This is an optimization exercise on Yosys and OpenROAD, whose aim is small area and a short achievable clock period, not a production implementation.
The RTL was checked by simulation tests, not by an equivalence proof against the original design.
Power and IR drop assume default switching activity.

### design.v
`timescale 1ns/100ps
package csr_pkg;
    typedef enum logic [1:0] {
        csr_op_rw = 2'b01,
        csr_op_rs = 2'b10,
        csr_op_rc = 2'b11
    } csr_op_e;
    typedef enum logic [1:0] {
        priv_user    = 2'b00,
        priv_machine = 2'b11
    } priv_e;
    typedef enum logic [4:0] {
        csr_sel_none,
        csr_sel_mstatus,
        csr_sel_misa,
        csr_sel_mtvec,
        csr_sel_mscratch,
        csr_sel_mepc,
        csr_sel_mcause,
        csr_sel_mhartid,
        csr_sel_mcycle,
        csr_sel_mcycleh,
        csr_sel_minstret,
        csr_sel_minstreth,
        csr_sel_cycle,
        csr_sel_cycleh,
        csr_sel_instret,
        csr_sel_instreth
    } csr_sel_e;
    typedef struct packed {
        logic [18:0] zero_hi;
        logic [1:0]  mpp;
        logic [2:0]  zero_mid;
        logic        mpie;
        logic [2:0]  zero_lo2;
        logic        mie;
        logic [2:0]  zero_lo;
    } mstatus_t;
endpackage
`timescale 1ns/100ps
module csr_access_decode (
    input  logic [12-1:0]    csr_addr,
    input  logic [1:0]                csr_op,
    input  logic [32-1:0]      rs1,
    input  logic                      new_request,
    input  logic                      commit,
    input  logic [1:0]                priv,
    input  logic [32-1:0]      read_q,
    output logic                      illegal,
    output logic [4:0]                sel,
    output logic [4:0]                wr_sel,
    output logic                      wr_write_en,
    output logic [32-1:0]      wr_wdata
);
    logic priv_fail;
    logic read_only;
    logic access_ok;
    always_comb begin
        case (csr_addr)
            12'h300:   sel = csr_pkg::csr_sel_mstatus;
            12'h301:      sel = csr_pkg::csr_sel_misa;
            12'h305:     sel = csr_pkg::csr_sel_mtvec;
            12'h340:  sel = csr_pkg::csr_sel_mscratch;
            12'h341:      sel = csr_pkg::csr_sel_mepc;
            12'h342:    sel = csr_pkg::csr_sel_mcause;
            12'hF14:   sel = csr_pkg::csr_sel_mhartid;
            12'hB00:    sel = csr_pkg::csr_sel_mcycle;
            12'hB80:   sel = csr_pkg::csr_sel_mcycleh;
            12'hB02:  sel = csr_pkg::csr_sel_minstret;
            12'hB82: sel = csr_pkg::csr_sel_minstreth;
            12'hC00:     sel = csr_pkg::csr_sel_cycle;
            12'hC80:    sel = csr_pkg::csr_sel_cycleh;
            12'hC02:   sel = csr_pkg::csr_sel_instret;
            12'hC82:  sel = csr_pkg::csr_sel_instreth;
            default:             sel = csr_pkg::csr_sel_none;
        endcase
    end
    assign priv_fail = csr_addr[9:8] > priv;
    assign read_only = csr_addr[11:10] == 2'b11;
    assign access_ok = (sel != csr_pkg::csr_sel_none) && !priv_fail;
    assign illegal = new_request && !access_ok;
    always_comb begin
        case (csr_op)
            csr_pkg::csr_op_rw: wr_wdata = rs1;
            csr_pkg::csr_op_rs: wr_wdata = read_q | rs1;
            csr_pkg::csr_op_rc: wr_wdata = read_q & ~rs1;
            default:   wr_wdata = rs1;
        endcase
    end
    assign wr_sel      = sel;
    assign wr_write_en = commit && access_ok && !read_only;
endmodule
`timescale 1ns/100ps
module csr_machine_regs (
    input  logic                      clk,
    input  logic                      rst,
    input  logic [4:0]                wr_sel,
    input  logic                      wr_write_en,
    input  logic [32-1:0]      wr_wdata,
    input  logic                      exception_valid,
    input  logic [4-1:0]   exception_code,
    input  logic [32-1:0]      exception_pc,
    input  logic                      mret,
    input  logic                      instruction_complete,
    output logic [32-1:0]      st_mstatus,
    output logic [32-1:0]      st_mtvec,
    output logic [32-1:0]      st_mepc,
    output logic [32-1:0]      st_mcause,
    output logic [32-1:0]      st_mscratch,
    output logic [64-1:0] st_mcycle,
    output logic [64-1:0] st_minstret,
    output logic [1:0]                priv,
    output logic [32-1:0]      trap_pc,
    output logic [32-1:0]      mepc_out
);
    csr_pkg::mstatus_t                  mstatus;
    csr_pkg::mstatus_t                  mstatus_next;
    logic [1:0]                priv_next;
    logic [32-1:0]      mtvec;
    logic [32-1:0]      mepc;
    logic [32-1:0]      mcause;
    logic [32-1:0]      mscratch;
    logic [64-1:0] mcycle;
    logic [64-1:0] minstret;
    logic                      instret_inc;
    function automatic logic hit(logic [4:0] target);
        hit = wr_write_en && (wr_sel == target);
    endfunction
    always_comb begin
        priv_next    = priv;
        mstatus_next = mstatus;
        if (exception_valid) begin
            mstatus_next.mpie = mstatus.mie;
            mstatus_next.mie  = 1'b0;
            mstatus_next.mpp  = priv;
            priv_next         = csr_pkg::priv_machine;
        end else if (mret) begin
            priv_next = (mstatus.mpp == csr_pkg::priv_machine) ? csr_pkg::priv_machine : csr_pkg::priv_user;
            mstatus_next.mie  = mstatus.mpie;
            mstatus_next.mpie = 1'b1;
            mstatus_next.mpp  = csr_pkg::priv_user;
        end else if (hit(csr_pkg::csr_sel_mstatus)) begin
            mstatus_next = csr_pkg::mstatus_t'(wr_wdata & 32'h0000_1888);
        end
    end
    always_ff @(posedge clk) begin
        if (rst) begin
            priv        <= 2'b11;
            mstatus     <= '0;
            mstatus.mpp <= 2'b11;
        end else begin
            priv    <= priv_next;
            mstatus <= mstatus_next;
        end
    end
    always_ff @(posedge clk) begin
        if (rst) begin
            mtvec    <= '0;
            mepc     <= '0;
            mcause   <= '0;
            mscratch <= '0;
        end else begin
            if (hit(csr_pkg::csr_sel_mtvec))
                mtvec <= {wr_wdata[32-1:2], 2'b00};
            if (hit(csr_pkg::csr_sel_mscratch))
                mscratch <= wr_wdata;
            if (exception_valid) begin
                mepc   <= {exception_pc[32-1:2], 2'b00};
                mcause <= {{(32-4){1'b0}}, exception_code};
            end else begin
                if (hit(csr_pkg::csr_sel_mepc))
                    mepc <= {wr_wdata[32-1:2], 2'b00};
                if (hit(csr_pkg::csr_sel_mcause))
                    mcause <= wr_wdata;
            end
        end
    end
    always_ff @(posedge clk) begin
        if (rst) begin
            instret_inc <= 1'b0;
            mcycle      <= '0;
            minstret    <= '0;
        end else begin
            instret_inc <= instruction_complete;
            if (hit(csr_pkg::csr_sel_mcycle))
                mcycle <= {mcycle[64-1:32], wr_wdata};
            else if (hit(csr_pkg::csr_sel_mcycleh))
                mcycle <= {wr_wdata, mcycle[32-1:0]};
            else
                mcycle <= mcycle + 1'b1;
            if (hit(csr_pkg::csr_sel_minstret))
                minstret <= {minstret[64-1:32], wr_wdata};
            else if (hit(csr_pkg::csr_sel_minstreth))
                minstret <= {wr_wdata, minstret[32-1:0]};
            else
                minstret <= minstret + 64'(instret_inc);
        end
    end
    assign st_mstatus  = mstatus;
    assign st_mtvec    = mtvec;
    assign st_mepc     = mepc;
    assign st_mcause   = mcause;
    assign st_mscratch = mscratch;
    assign st_mcycle   = mcycle;
    assign st_minstret = minstret;
    assign trap_pc  = mtvec;
    assign mepc_out = mepc;
endmodule
`timescale 1ns/100ps
module csr_read_stage (
    input  logic                      clk,
    input  logic                      rst,
    input  logic                      read_regs,
    input  logic [4:0]                sel,
    input  logic [32-1:0]      st_mstatus,
    input  logic [32-1:0]      st_mtvec,
    input  logic [32-1:0]      st_mepc,
    input  logic [32-1:0]      st_mcause,
    input  logic [32-1:0]      st_mscratch,
    input  logic [64-1:0] st_mcycle,
    input  logic [64-1:0] st_minstret,
    output logic [32-1:0]      read_q
);
    logic [32-1:0] selected;
    always_comb begin
        case (sel)
            csr_pkg::csr_sel_mstatus:  selected = st_mstatus;
            csr_pkg::csr_sel_misa:     selected = 32'h4000_0100;
            csr_pkg::csr_sel_mtvec:    selected = st_mtvec;
            csr_pkg::csr_sel_mscratch: selected = st_mscratch;
            csr_pkg::csr_sel_mepc:     selected = st_mepc;
            csr_pkg::csr_sel_mcause:   selected = st_mcause;
            csr_pkg::csr_sel_mhartid:  selected = 32'h0000_0000;
            csr_pkg::csr_sel_mcycle,
            csr_pkg::csr_sel_cycle:    selected = st_mcycle[32-1:0];
            csr_pkg::csr_sel_mcycleh,
            csr_pkg::csr_sel_cycleh:   selected = st_mcycle[64-1:32];
            csr_pkg::csr_sel_minstret,
            csr_pkg::csr_sel_instret:  selected = st_minstret[32-1:0];
            csr_pkg::csr_sel_minstreth,
            csr_pkg::csr_sel_instreth: selected = st_minstret[64-1:32];
            default:          selected = '0;
        endcase
    end
    always_ff @(posedge clk) begin
        if (rst)
            read_q <= '0;
        else if (read_regs)
            read_q <= selected;
        else
            read_q <= '0;
    end
endmodule
`timescale 1ns/100ps
module csr_unit (
    input  logic                      clk,
    input  logic                      rst,
    input  logic                      new_request,
    input  logic [12-1:0]    csr_addr,
    input  logic [1:0]                csr_op,
    input  logic [32-1:0]      rs1,
    input  logic                      read_regs,
    input  logic                      commit,
    input  logic                      exception_valid,
    input  logic [4-1:0]   exception_code,
    input  logic [32-1:0]      exception_pc,
    input  logic                      mret,
    input  logic                      instruction_complete,
    output logic                      csr_exception,
    output logic [32-1:0]      wb_csr,
    output logic [32-1:0]      trap_pc,
    output logic [32-1:0]      csr_mepc,
    output logic [1:0]                current_privilege
);
    logic [4:0]           sel;
    logic [1:0]           priv;
    logic [32-1:0] read_q;
    logic [4:0]                wr_sel;
    logic                      wr_write_en;
    logic [32-1:0]      wr_wdata;
    logic [32-1:0]      st_mstatus;
    logic [32-1:0]      st_mtvec;
    logic [32-1:0]      st_mepc;
    logic [32-1:0]      st_mcause;
    logic [32-1:0]      st_mscratch;
    logic [64-1:0] st_mcycle;
    logic [64-1:0] st_minstret;
    csr_access_decode decode_i (
        .csr_addr    (csr_addr),
        .csr_op      (csr_op),
        .rs1         (rs1),
        .new_request (new_request),
        .commit      (commit),
        .priv        (priv),
        .read_q      (read_q),
        .illegal     (csr_exception),
        .sel         (sel),
        .wr_sel      (wr_sel),
        .wr_write_en (wr_write_en),
        .wr_wdata    (wr_wdata)
    );
    csr_machine_regs regs_i (
        .clk                  (clk),
        .rst                  (rst),
        .wr_sel               (wr_sel),
        .wr_write_en          (wr_write_en),
        .wr_wdata             (wr_wdata),
        .exception_valid      (exception_valid),
        .exception_code       (exception_code),
        .exception_pc         (exception_pc),
        .mret                 (mret),
        .instruction_complete (instruction_complete),
        .st_mstatus            (st_mstatus),
        .st_mtvec              (st_mtvec),
        .st_mepc               (st_mepc),
        .st_mcause             (st_mcause),
        .st_mscratch           (st_mscratch),
        .st_mcycle             (st_mcycle),
        .st_minstret           (st_minstret),
        .priv                 (priv),
        .trap_pc              (trap_pc),
        .mepc_out             (csr_mepc)
    );
    csr_read_stage read_i (
        .clk       (clk),
        .rst       (rst),
        .read_regs (read_regs),
        .sel       (sel),
        .st_mstatus (st_mstatus),
        .st_mtvec   (st_mtvec),
        .st_mepc    (st_mepc),
        .st_mcause  (st_mcause),
        .st_mscratch(st_mscratch),
        .st_mcycle  (st_mcycle),
        .st_minstret(st_minstret),
        .read_q    (read_q)
    );
    assign wb_csr            = read_q;
    assign current_privilege = priv;
endmodule
### run.sh
#!/bin/bash
# synth_recipe.tcl (not shown) runs the flow's synth.tcl, then flattens the netlist and writes it again
# the make line also repeats each setting of config.mk as NAME=value (left out here)
make -C /OpenROAD-flow-scripts/flow DESIGN_CONFIG=/design/flow/config.mk WORK_HOME=/design/flow/orfs CLKGATE_MAP_FILE= SYNTH_SCRIPT=/design/flow/synth_recipe.tcl finish
### config.mk
export PLATFORM = sky130hd
export DESIGN_NAME = csr_unit
export DESIGN_NICKNAME = csr_unit
export VERILOG_FILES = /design/flow/design.v
export SDC_FILE = /design/flow/constraint.sdc
export NUM_CORES = 4
export LEC_CHECK = 0
export CAP_MARGIN = 20
export CORE_MARGIN = 2
export CORE_UTILIZATION = 40
export SLEW_MARGIN = 20
### constraint.sdc
create_clock -name core_clock -period 4.2 [get_ports {clk}]
set_input_delay 0.8400 -clock core_clock [delete_from_list [all_inputs] [get_ports {clk}]]
set_output_delay 0.8400 -clock core_clock [all_outputs]
set_load 0.01 [all_outputs]
==> impl_metrics.env <==
export IMPL_ys_async_sr_fraction_pct=0
export IMPL_grt_first_pass_wirelength_mm=106
export IMPL_synth_edf_count=0
export IMPL_hold_path_class="flip-flop to flip-flop"
export IMPL_start_util_pct=40.5
export IMPL_synth_main_ff_cell="dfxtp_1"
export IMPL_worstHoldEndpoint="regs_i.mscratch[2]$_SDFFE_PP0P_"
export IMPL_timing_clock_skew_ps=25.7
export IMPL_min_from="regs_i.mscratch[2]$_SDFFE_PP0P_"
export IMPL_viasPerCell=6.38
export IMPL_routed_wl_mm=70.3
export IMPL_arrival_ps=3180
export IMPL_rows=73
export IMPL_grt_start_max_net_pins=84
export IMPL_critPathLaunch="csr_addr[11]"
export IMPL_critPathCaptureType="output port"
export IMPL_whs_path_depth=2
export IMPL_grt_busiest_layer="met2"
export IMPL_grt_usage_pct=32.9
export IMPL_antenna_found_initial=1
export IMPL_place_hpwl_mm=49.7
export IMPL_grtUsageMet1_pct=48.2
export IMPL_grt_met3_usage_pct=6.05
export IMPL_dieHeight_um=205
export IMPL_crit_type="input pin to output port"
export IMPL_synthesis_area_um2=16100
export IMPL_pwr_density_cell_nw_per_um2=321
export IMPL_setup_tns_ps=0
export IMPL_drt_wirelength_per_cell_um=24.6
export IMPL_r2r_worst_path_cells=7
export IMPL_antenna_left=0
export IMPL_vias=18200
export IMPL_r2r_slack_ps=970
export IMPL_postSynthAreaPerCell_um2=7.49
export IMPL_root_buffer="clkbuf_16"
export IMPL_cts_max_level=2
export IMPL_rsz0062_at_grt="no"
export IMPL_postSynthCellCount=2151
export IMPL_ys_types=81
export IMPL_finalHoldViolations=0
export IMPL_drt_first_pass_iters=6
export IMPL_setup_viol=0
export IMPL_maxCapViolCount=0
export IMPL_placed_cells=2800
export IMPL_final_cell_mix="nand2_1, a21oi_1, dfxtp_1"
export IMPL_port_buffers=182
export IMPL_drive_gt1_share_pct=9.12
export IMPL_max_freq_ghz=0.249
export IMPL_yosysWarnings=3
export IMPL_hold_ws_ps=452
export IMPL_grt_pass1_vias=16800
export IMPL_worstPathCellList="clkdlybuf4s50_1, nor4bb_1, buf_4, nand2_1, nor3_1, nor3_1, nand4_1, a21boi_0, clkdlybuf4s50_1"
export IMPL_clockBufferDepth=3
export IMPL_fillers=3838
export IMPL_post_route_drc_count=0
export IMPL_maxSlewViolCount=0
export IMPL_drtIter0Drc=2325
export IMPL_clk_latency_ps=560
export IMPL_syn2layout_area_growth_pct=24.5
export IMPL_ys_ff_latch=290
export IMPL_relSlewSlack_pct=31.2
export IMPL_r2r_end="regs_i.mcycle[61]$_SDFFE_PP0N_"
export IMPL_clock_sinks=290
export IMPL_cts_tree="built"
export IMPL_max_stage_delay_ps=610
export IMPL_finalCriticalPeriod_ps=4020
export IMPL_die_area_um2=41900
export IMPL_die_x_um=205
export IMPL_slowest_stage="clkdlybuf4s50_1"
export IMPL_post_cts_buffers=0
export IMPL_timing_rr_start="regs_i.mcycle[0]$_SDFFE_PP0P_"
export IMPL_place_gp_congestion=0.937
export IMPL_postCtsHoldBufs=0
export IMPL_cts_resized=0
export IMPL_ir_worst_vdd_uv=364
export IMPL_run_status="complete, no violations"
export IMPL_final_nets=2407
export IMPL_required_ps=3360
export IMPL_post_dp_cell_area_um2=18900
export IMPL_cts_buffers=35
export IMPL_clkTransAtPathRegs_ps=60
export IMPL_final_area_um2=20100
export IMPL_ys_seq_area_share_pct=36.0
export IMPL_cp_max_fo=11
export IMPL_diodes=0
export IMPL_start_kind="input pin"
export IMPL_io_pins=189
export IMPL_leakage_nw=6.70
export IMPL_coreArea_um2=39700
export IMPL_fin_crit_sh_pct=95.7
export IMPL_grt_overflow=0
export IMPL_tightest_slew_ps=1030
export IMPL_fin_cells=2861
export IMPL_grt_util_met2_pct=48.8
## cell type report
cell class / count / area (um2) / share of cell area (%)
well taps: 525 / 657 / 3.27
clock buffers: 49 / 988 / 4.93
clock inverters: 12 / 158 / 0.786
flip-flops and latches: 290 / 5810 / 28.9
repair buffers: 289 / 2770 / 13.8
inverters: 32 / 120 / 0.599
multi-input cells: 1664 / 9560 / 47.7
## routing by layer
layer  wire length [um]  up-vias
li1                   -     8266
met1              31100     8855
met2              30100      998
met3               7300      127
met4               1800        0
met5                  0        -
## critical path: cells and delay by family
kind | cells | cell delay [ps]
buffers and inverters | 3 | 1280
AOI/OAI and AO/OA | 1 | 120
and+or+nand+nor | 5 | 930
## kinds of logic (layout without fill, tap and decap cells)
kind of cell,after synthesis,in the layout,synth area share [%]
xor+xnor,2,2,0.109
flops,290,290,36.0
compound gates,738,738,28.7
other cells,1,4,0.0233
mux,63,63,4.04
simple gates,852,852,25.5
buf+inv,200,382,5.21
fa+ha+maj,5,5,0.388
## cells in the mapped netlist, drive strengths merged, types with 8 or more instances
library cell	instances	share of area, %
o21ai	104	3.2
nor4	22	0.97
nand2	367	8.6
a31oi	32	1.2
nand4	46	1.8
and2	21	0.82
nor3	77	2.4
clkbuf	111	2.6
a21o	25	1.2
a32oi	20	1.1
nor4b	8	0.47
o211ai	12	0.59
and3	43	1.7
a211oi	28	1.3
buf	57	1.9
or3	10	0.39
a41oi	9	0.49
and4	19	1.0
dfxtp	290	36
o32a	16	0.99
mux2i	47	2.9
nor2	126	3.0
inv	32	0.75
mux2	16	1.1
a222oi	26	1.6
a21oi	366	11
nor2b	17	0.66
o21a	18	0.84
a221oi	12	0.69
nand3	60	1.9
## power by group
| group | internal (mW) | total (mW) | switching, mW |
|---|---|---|---|
| logic | 0.204 | 0.501 | 0.297 |
| clock network | 1.84 | 3.13 | 1.29 |
| registers | 2.78 | 2.81 | 0.0324 |
## how the worst max path moves through the flow
stage               slack (ps)                             end
floorplan                  570                   csr_exception
global placement           190  regs_i.mcycle[61]$_SDFFE_PP0N_
detailed placement         200  regs_i.mcycle[61]$_SDFFE_PP0N_
CTS                        200                   csr_exception
global route                30                   csr_exception
finish                     180                   csr_exception
## flip-flops by register name, indices dropped and copies added (netlist names)
signal and cells:
regs_i.mcycle 64, regs_i.mtvec 30, regs_i.minstret 64, regs_i.mscratch 32, regs_i.priv 1, regs_i.mstatus 4, regs_i.mcause 32, regs_i.instret_inc 1
regs_i.mepc 30, read_i.read_q 32
## through the flow
step                      power [mW]  worst slack, ps  utilization, %
after floorplan                 3.07              575               -
after global placement          3.35              185            47.6
after detailed placement        3.36              205            47.6
after CTS                       6.44              197            50.5
after global routing            6.59             29.1            50.5
final                           6.44              179            50.5

-- re-timing with driven ports --
How much do the figures lean on ideal ports? The routed layout below was timed once more, with nothing changed but the port constraints. Step 1, drivers: a clkbuf_16 drives clk and a buf_2 each remaining input, both assumed. Step 2, shift: input delay + t, output delay - t, t = (earliest + latest rising clock arrival at the registers) / 2. This alone moves slack from input paths to output paths. Three values: no drivers, after step 1, after step 2; two values: the first two.
t (ns): 0.607
setup slack, ns: 0.179 / 0.154 / 0.115
hold WS [ns]: 0.452 / 0.452 / 0.452
After both steps this run still meets setup and hold. For this run, drivers alone change the setup slack by -0.025 ns; drivers and shift together by -0.064 ns.
